This is an optimization exercise on Yosys and OpenROAD, whose aim is small area, a short achievable clock period and few clock cycles, not a production implementation. Where RTL was checked, it was by simulation tests only, not by an equivalence proof against the original.

Design mat_vec_sequencer, start of the top module:
module mat_vec_sequencer #(
    parameter int FRAC_BITS = 16,
    parameter int DIM_W     = 8
) (
    input  logic             clk,
    input  logic             reset,
    input  logic             start,
    input  logic [DIM_W-1:0] m_dim,
    input  logic [DIM_W-1:0] n_dim,
    input  logic             transpose,
    output logic             mat_read,
    output logic [DIM_W-1:0] mat_m_addr,
    output logic [DIM_W-1:0] mat_n_addr,
    output logic             mat_tr,
    input  logic [31:0]      mat_data,
    output logic [DIM_W-1:0] vec_addr,
    input  logic [31:0]      vec_data,
    output logic             y_valid,
    input  logic             y_ready,
    output logic [DIM_W-1:0] y_addr,
    output logic [31:0]      y_data,
    output logic             busy,
    output logic             done
);
Size in the first run: ~2900 cells after synthesis, ~290 flip-flops, ~150 I/O pins.
==> flow/config.mk <==
export PLATFORM = sky130hd
export DESIGN_NAME = mat_vec_sequencer
export DESIGN_NICKNAME = mat_vec_sequencer
export VERILOG_FILES = /design/flow/design.v
export SDC_FILE = /design/flow/constraint.sdc
export NUM_CORES = 4
export LEC_CHECK = 0
export ABC_AREA = 1
export CAP_MARGIN = 20
export CORE_MARGIN = 2
export CORE_UTILIZATION = 40
export SLEW_MARGIN = 20
export TNS_END_PERCENT = 0
==> flow/constraint.sdc <==
create_clock -name core_clock -period 12.0 [get_ports {clk}]
set_input_delay 2.4000 -clock core_clock [delete_from_list [all_inputs] [get_ports {clk}]]
set_output_delay 2.4000 -clock core_clock [all_outputs]
set_load 0.01 [all_outputs]
standard.sh (not shown) runs the stock make flow with config.mk's settings and CLKGATE_MAP_FILE= SYNTH_SCRIPT=/design/flow/synth_recipe.tcl, a recipe that flattens the netlist after the stock synthesis.
==> flow/flow/run.sh <==
#!/bin/bash
# The standard layout (standard.sh) with these changes:
# - Yosys's generic abc pass before full-adder extraction is skipped (-noabc), so extract_fa
#   sees the adder trees as written and does not put inverters between full adders;
# - port buffers are buf_2 rather than the delay buffer buffer_ports picks by itself;
# - clock tree: larger sink clusters and no dummy loads.
# Registers are untouched by all of them.
bash standard.sh SYNTH_ARGS=-noabc SETUP_SLACK_MARGIN=${MARGIN:-8.8} \
  "BUFFER_PORTS_ARGS=-buffer_cell sky130_fd_sc_hd__buf_2" \
  "CTS_ARGS=-sink_clustering_enable -repair_clock_nets -dont_use_dummy_load -sink_clustering_size 24 -sink_clustering_max_diameter 120" \
  finish > standard.log 2>&1
The baseline produced a clean layout.
Rerun with:
--- a/flow/design.v
+++ b/flow/design.v
@@ -99,13 +99,13 @@
     end
     logic [31:0] an_r, acc;
     logic [15:0] bon, btn, bn;
     logic [32:0] vb;
     assign vb = {vec_data, 1'b0};
     logic [107:0] hb;
-    logic [7:0] lb;
+    logic [15:0] lb;
     logic        ck;
     logic [32:0] aen;
     assign aen = {an_r[31], an_r};
     logic [32:0] pp0;
     logic [32:0] pp1;
     logic [32:0] pp2;
@@ -881,15 +881,15 @@
     wire bs741 = bs733 ^ bs735 ^ bs737;
     wire bc742 = (bs733 & bs735) | (bs733 & bs737) | (bs735 & bs737);
     wire bs743 = bc726 ^ bc728 ^ bs739;
     wire bc744 = (bc726 & bc728) | (bc726 & bs739) | (bc728 & bs739);
     wire bs745 = bs741 ^ bc730 ^ bs743;
     wire bc746 = (bs741 & bc730) | (bs741 & bs743) | (bc730 & bs743);
-    logic [12:0] lsum;
-    assign lsum = {1'b0, {bc50, bs47, bs37, bc24, bs21, bs15, bs9, bs5, bc2, pp1[0], pp0[1], pp0[0]}} + {1'b0, {bs59, bs49, bs39, bs31, bs23, bs17, bs11, bs7, bs3, bs1, 1'b0, bn[0]}};
-    wire ck_n = lsum[12];
+    logic [8:0] lsum;
+    assign lsum = {1'b0, {bs21, bs15, bs9, bs5, bc2, pp1[0], pp0[1], pp0[0]}} + {1'b0, {bs23, bs17, bs11, bs7, bs3, bs1, 1'b0, bn[0]}};
+    wire ck_n = lsum[8];
     logic [107:0] hb_n;
     assign hb_n[0] = bs123;
     assign hb_n[1] = bs125;
     assign hb_n[2] = bc110;
     assign hb_n[3] = bc112;
     assign hb_n[4] = bc126;
@@ -993,26 +993,34 @@
     assign hb_n[102] = bc702;
     assign hb_n[103] = bs717;
     assign hb_n[104] = bc718;
     assign hb_n[105] = bs731;
     assign hb_n[106] = bc732;
     assign hb_n[107] = bs745;
-    logic [7:0] lb_n;
-    assign lb_n[0] = bc60;
-    assign lb_n[1] = bs71;
-    assign lb_n[2] = bs81;
-    assign lb_n[3] = bs83;
-    assign lb_n[4] = bc84;
-    assign lb_n[5] = bs97;
-    assign lb_n[6] = bc98;
-    assign lb_n[7] = bs111;
+    logic [15:0] lb_n;
+    assign lb_n[0] = bc24;
+    assign lb_n[1] = bs31;
+    assign lb_n[2] = bs37;
+    assign lb_n[3] = bs39;
+    assign lb_n[4] = bs47;
+    assign lb_n[5] = bs49;
+    assign lb_n[6] = bc50;
+    assign lb_n[7] = bs59;
+    assign lb_n[8] = bc60;
+    assign lb_n[9] = bs71;
+    assign lb_n[10] = bs81;
+    assign lb_n[11] = bs83;
+    assign lb_n[12] = bc84;
+    assign lb_n[13] = bs97;
+    assign lb_n[14] = bc98;
+    assign lb_n[15] = bs111;
     logic [31:0] acc_in;
     assign acc_in = fB ? 32'd0 : acc;
-    logic [5:0] csum;
-    assign csum = {1'b0, {lb[6], lb[4], lb[2], lb[0]}, 1'b1} + {1'b0, {lb[7], lb[5], lb[3], lb[1]}, ck};
-    wire c16 = csum[5];
+    logic [9:0] csum;
+    assign csum = {1'b0, {lb[14], lb[12], lb[10], lb[8], lb[6], lb[4], lb[2], lb[0]}, 1'b1} + {1'b0, {lb[15], lb[13], lb[11], lb[9], lb[7], lb[5], lb[3], lb[1]}, ck};
+    wire c16 = csum[9];
     wire ms747 = hb[0] ^ hb[1] ^ hb[2];
     wire mc748 = (hb[0] & hb[1]) | (hb[0] & hb[2]) | (hb[1] & hb[2]);
     wire ms749 = hb[3] ^ acc_in[0] ^ ms747;
     wire mc750 = (hb[3] & acc_in[0]) | (hb[3] & ms747) | (acc_in[0] & ms747);
     wire ms751 = hb[4] ^ hb[5] ^ acc_in[1];
     wire mc752 = (hb[4] & hb[5]) | (hb[4] & acc_in[1]) | (hb[5] & acc_in[1]);
After rerunning: The changed run finished clean; setup slack gains 0.010 ns; global-route usage fell by 0.46 points; utilization fell by 0.34 points; first-iteration DRC count fell by about 14%; cell area fell by about 0.6%.
Testbench counts after the change, summed over its fixed seeds: cycles 39,365.
No functional check of the RTL was part of the first run of this note.

static timing again, ports no longer ideal:
Ports are ideal in the flow. The routed layouts listed here were re-timed in OpenROAD.
Step 1 sets driving cells, clkbuf_16 on the clock port and buf_2 on the other inputs (assumed; they add their load-dependent delay and slew).
Step 2 moves the port delays by t, midway between the first and last clock arrival at a register: inputs arrive t later, outputs are due t later. That takes back most of the time a late clock gives input paths.
a / b / c = no drivers / after step 1 / after step 2; a / b = the first two.
run	t (ns)	slack for setup (ns)	worst setup path after step 2
the first run	0.595	8.374 / 8.305 / 7.983	input to register
the second run	0.591	8.384 / 8.315 / 7.975	input to register
After both steps setup and hold are still met in every run listed. The setup slack of the second run, which loses most, moves by -0.069 ns with the drivers and by -0.409 ns with both steps.
